This design comes from an exercise in tuning for a short achievable clock period and few clock cycles per item on the open sky130 flow, not from production work. No driver is modelled on the clock port, so clocking that relies on it looks cheaper here than on a real chip. Power is estimated from default activity; no workload was simulated.

==> module data_cache, before the edit <==
module data_cache (
   input  logic        clk,
   input  logic        reset,
   input  logic        MemWrite,
   input  logic        MemRead,
   input  logic [31:0] addr,
   input  logic [31:0] wdata,
   output logic [31:0] rdata,
   output logic        memstall,
   output logic        mem_req,
   output logic        mem_we,
   output logic [31:0] mem_addr,
   output logic [31:0] mem_wdata,
   input  logic [31:0] mem_rdata,
   input  logic        mem_ack
);
   logic        s_idle_q, s_ref_q, s_wr_q, s_ret_q;
   logic        ackret_q;   
   logic        mem_req_q;
   logic [1:0]  x_q;        
   logic        sh_q;       
   logic [31:0] rdata_q;
   logic [15:0] valid_q;
   logic [23:0] tag_mem  [16];
   logic [31:0] data_mem [16][4];
   logic [3:0]  idx;
   logic [1:0]  off;
   logic [23:0] tag;
   logic        hit;
   logic [15:0] idx_oh;     
   logic [3:0]  off_oh;     
   logic [31:0] rd_word;
   logic        wr_go;
   logic [1:0]  woff;
   logic [3:0]  woff_oh;
   logic [31:0] wr_val;
   logic [1:0]  unused_addr_lsbs;
   assign idx = addr[7:4];
   assign off = addr[3:2];
   assign tag = addr[31:8];
   dc_dec4 u_idx_dec (.a(idx), .y(idx_oh));
   dc_dec2 u_off_dec (.a(off), .y(off_oh));
   logic [15:0] tag_ne;     
   logic [15:0] line_nsel;  
   logic [15:0] line_hit;   
   logic [7:0]  hit_l1;
   logic [3:0]  hit_l2;
   logic [1:0]  hit_l3;
   for (genvar i = 0; i < 16; i++) begin : g_eq
      dc_ne24 u_ne (.a(tag_mem[i]), .b(tag), .ne(tag_ne[i]));
      dc_nand2 u_nsel (.a(idx_oh[i]), .b(valid_q[i]), .y(line_nsel[i]));
      dc_nor2 u_hit (.a(tag_ne[i]), .b(line_nsel[i]), .y(line_hit[i]));
   end
   for (genvar k = 0; k < 8; k++) begin : g_hit1
      dc_nor2 u (.a(line_hit[2*k]), .b(line_hit[2*k+1]), .y(hit_l1[k]));
   end
   for (genvar k = 0; k < 4; k++) begin : g_hit2
      dc_nand2 u (.a(hit_l1[2*k]), .b(hit_l1[2*k+1]), .y(hit_l2[k]));
   end
   for (genvar k = 0; k < 2; k++) begin : g_hit3
      dc_nor2 u (.a(hit_l2[2*k]), .b(hit_l2[2*k+1]), .y(hit_l3[k]));
   end
   dc_nand2 u_hit (.a(hit_l3[0]), .b(hit_l3[1]), .y(hit));
   for (genvar b = 0; b < 32; b++) begin : g_rd
      logic [15:0] lw;
      logic [15:0] p0, p1;
      logic [7:0]  q;
      logic [1:0]  r;
      for (genvar i = 0; i < 16; i++) begin : g_line
         dc_a22oi u_p0 (.a1(off_oh[0]), .a2(data_mem[i][0][b]), .b1(off_oh[1]), .b2(data_mem[i][1][b]), .y(p0[i]));
         dc_a22oi u_p1 (.a1(off_oh[2]), .a2(data_mem[i][2][b]), .b1(off_oh[3]), .b2(data_mem[i][3][b]), .y(p1[i]));
         dc_nand2 u_lw (.a(p0[i]), .b(p1[i]), .y(lw[i]));
      end
      for (genvar m = 0; m < 8; m++) begin : g_q
         dc_a22oi u_q (.a1(idx_oh[2*m]), .a2(lw[2*m]), .b1(idx_oh[2*m+1]), .b2(lw[2*m+1]), .y(q[m]));
      end
      dc_nand4 u_r0 (.a(q[0]), .b(q[1]), .c(q[2]), .d(q[3]), .y(r[0]));
      dc_nand4 u_r1 (.a(q[4]), .b(q[5]), .c(q[6]), .d(q[7]), .y(r[1]));
      dc_or2 u_rd (.a(r[0]), .b(r[1]), .y(rd_word[b]));
   end
   assign rdata     = rdata_q;
   assign memstall  = !(s_ret_q || (ackret_q && mem_ack));
   assign mem_req   = mem_req_q || (MemWrite && reset);
   assign mem_we    = MemWrite;
   assign mem_addr  = {addr[31:4], woff, 2'b00};
   assign mem_wdata = wdata;
   always_ff @(posedge clk or negedge reset) begin
      if (!reset) begin
         s_idle_q  <= 1'b1;
         s_ref_q   <= 1'b0;
         s_wr_q    <= 1'b0;
         s_ret_q   <= 1'b0;
         ackret_q  <= 1'b0;
         mem_req_q <= 1'b0;
         x_q       <= 2'd0;
         valid_q   <= '0;
      end else begin
         if (s_idle_q) begin
            if (MemWrite) begin
               s_idle_q  <= 1'b0;
               s_wr_q    <= 1'b1;
               ackret_q  <= 1'b1;
               mem_req_q <= 1'b1;
            end else if (MemRead) begin
               s_idle_q <= 1'b0;
               if (hit) begin
                  s_ret_q <= 1'b1;
               end else begin
                  s_ref_q   <= 1'b1;
                  mem_req_q <= 1'b1;
               end
            end
         end
         if (s_ref_q && x_q == 2'd0) valid_q[idx] <= 1'b0;
         if (s_ref_q && mem_ack) begin
            x_q      <= {x_q[0], ~x_q[1]};
            ackret_q <= (x_q == 2'd3);
            if (x_q == 2'd2) begin
               s_ref_q      <= 1'b0;
               s_idle_q     <= 1'b1;
               mem_req_q    <= 1'b0;
               valid_q[idx] <= 1'b1;
            end
         end
         if (s_wr_q && mem_ack) begin
            s_wr_q    <= 1'b0;
            s_idle_q  <= 1'b1;
            ackret_q  <= 1'b0;
            mem_req_q <= 1'b0;
         end
         if (s_ret_q) begin
            s_ret_q  <= 1'b0;
            s_idle_q <= 1'b1;
         end
      end
   end
   assign wr_go  = (s_ref_q && mem_ack) || sh_q;
   assign wr_val = s_wr_q ? wdata : mem_rdata;
   assign woff   = off ^ x_q;
   dc_dec2 u_woff_dec (.a(woff), .y(woff_oh));
   always_ff @(posedge clk) begin
      rdata_q <= rd_word;
      sh_q <= 1'b0;
      if (s_idle_q) sh_q <= MemWrite && hit;
      if (s_ref_q && x_q == 2'd0) tag_mem[idx] <= tag;
      for (int i = 0; i < 16; i++) begin
         for (int w = 0; w < 4; w++) begin
            if (wr_go && idx_oh[i] && woff_oh[w]) data_mem[i][w] <= wr_val;
         end
      end
   end
endmodule
export LEC_CHECK = 0
export ABC_CLOCK_PERIOD_IN_PS = 1500
export CAP_MARGIN = 20
export CORE_MARGIN = 2
export CORE_UTILIZATION = 70
export SETUP_SLACK_MARGIN = 3.5
export SLEW_MARGIN = 20
export SYNTH_HIERARCHICAL = 1
create_clock -name core_clock -period 6.5 [get_ports {clk}]
standard.sh (not shown) runs the stock make flow with config.mk's settings and CLKGATE_MAP_FILE= SYNTH_SCRIPT=/design/flow/synth_recipe.tcl, a recipe that flattens the netlist after the stock synthesis.
==> flow/flow/run.sh <==
#!/bin/bash
# Standard layout with two changes; synthesis is the standard one, unchanged.
#  - The delay cells are kept out of port buffering, placement, timing repair and
#    routing (the resizer otherwise picks them as port and fanout buffers).
#  - After the standard timing repair of the CTS and global-route steps, more repair
#    passes aim at tighter setup margins (post_cts.tcl, post_grt.tcl).
set -euo pipefail
bash standard.sh synth > synth.log 2>&1
flow=$(pwd)/flow
for step in FLOORPLAN GLOBAL_PLACE RESIZE DETAIL_PLACE DETAIL_ROUTE REPAIR_TIMING_POST_PLACE CTS GLOBAL_ROUTE; do
  export PRE_${step}_TCL=$flow/dont_use_dly.tcl
done
export POST_CTS_TCL=$flow/post_cts.tcl
export POST_GLOBAL_ROUTE_TCL=$flow/post_grt.tcl
bash standard.sh finish > layout.log 2>&1
==> flow/flow/dont_use_dly.tcl <==
# Keep the delay cells out of every buffering and sizing step.
set_dont_use [get_lib_cells {*/sky130_fd_sc_hd__dly* */sky130_fd_sc_hd__clkdlybuf*}]
puts "dont_use_dly: [llength [get_lib_cells {*/sky130_fd_sc_hd__dly* */sky130_fd_sc_hd__clkdlybuf*}]] delay cells set dont_use"
==> flow/flow/post_cts.tcl <==
# Extra setup repair after CTS, at stepwise tighter margins.
source [file join [file dirname [info script]] dont_use_dly.tcl]
estimate_parasitics -placement
foreach margin {3.2 3.4 3.55} {
  repair_timing -setup -setup_margin $margin -repair_tns 100 -verbose
}
detailed_placement
check_placement -verbose
estimate_parasitics -placement
report_worst_slack -max
==> flow/flow/post_grt.tcl <==
# Extra setup repair on global-route parasitics, at stepwise tighter margins.
source [file join [file dirname [info script]] dont_use_dly.tcl]
estimate_parasitics -global_routing
foreach margin {3.2 3.4 3.55} {
  repair_timing -setup -setup_margin $margin -repair_tns 100 -verbose
}
global_route -start_incremental
detailed_placement
global_route -end_incremental
estimate_parasitics -global_routing
report_worst_slack -max
write_guides $::env(RESULTS_DIR)/route.guide
Edit:
--- a/flow/design.v
+++ b/flow/design.v
@@ -135,7 +135,7 @@
       end
    end
    assign wr_go  = (s_ref_q && mem_ack) || sh_q;
-   assign wr_val = s_wr_q ? wdata : mem_rdata;
+   assign wr_val = MemWrite ? wdata : mem_rdata;
    assign woff   = off ^ x_q;
    dc_dec2 u_woff_dec (.a(woff), .y(woff_oh));
    always_ff @(posedge clk) begin
Effect:
- global-route usage hardly moves
- die area stays flat
- flip-flop and latch count does not change
- critical path depth goes up by 1
- area after synthesis is about the same
- total power goes up by 0.40%
No run of this note included a check of the RTL's function; only the layout flow was run.

static timing again, ports no longer ideal:
The results above use ideal ports. As a check the final layouts listed here were re-extracted and re-timed, cells and wires unchanged.
Step 1 (the two cells are an assumption about what drives the block):
set clk [get_ports {clk}]
set_driving_cell -lib_cell sky130_fd_sc_hd__clkbuf_16 $clk
set_driving_cell -lib_cell sky130_fd_sc_hd__buf_2 [delete_from_list [all_inputs] $clk]
Step 2 moves the port delays by t, midway between the first and last clock arrival at a register: inputs arrive t later, outputs are due t later. That takes back most of the time a late clock gives input paths.
Slacks: ideal ports / drivers / drivers and shift; pairs: ideal ports / drivers.
run	shift t [ns]	setup slack, ns	worst hold slack (ns)	latest minus earliest clock arrival (ns)	worst data-port slew with drivers (ns)
the first run	0.929	3.376 / 3.311 / 2.464	0.440 / 0.441 / 0.507	0.031 / 0.031	0.20
the second run	0.944	3.340 / 3.227 / 2.523	0.278 / 0.245 / 0.486	0.032 / 0.032	0.23
After both steps setup and hold are still met in every run listed. For the first run, which loses most, drivers alone change the setup slack by -0.065 ns; drivers and shift together by -0.912 ns.
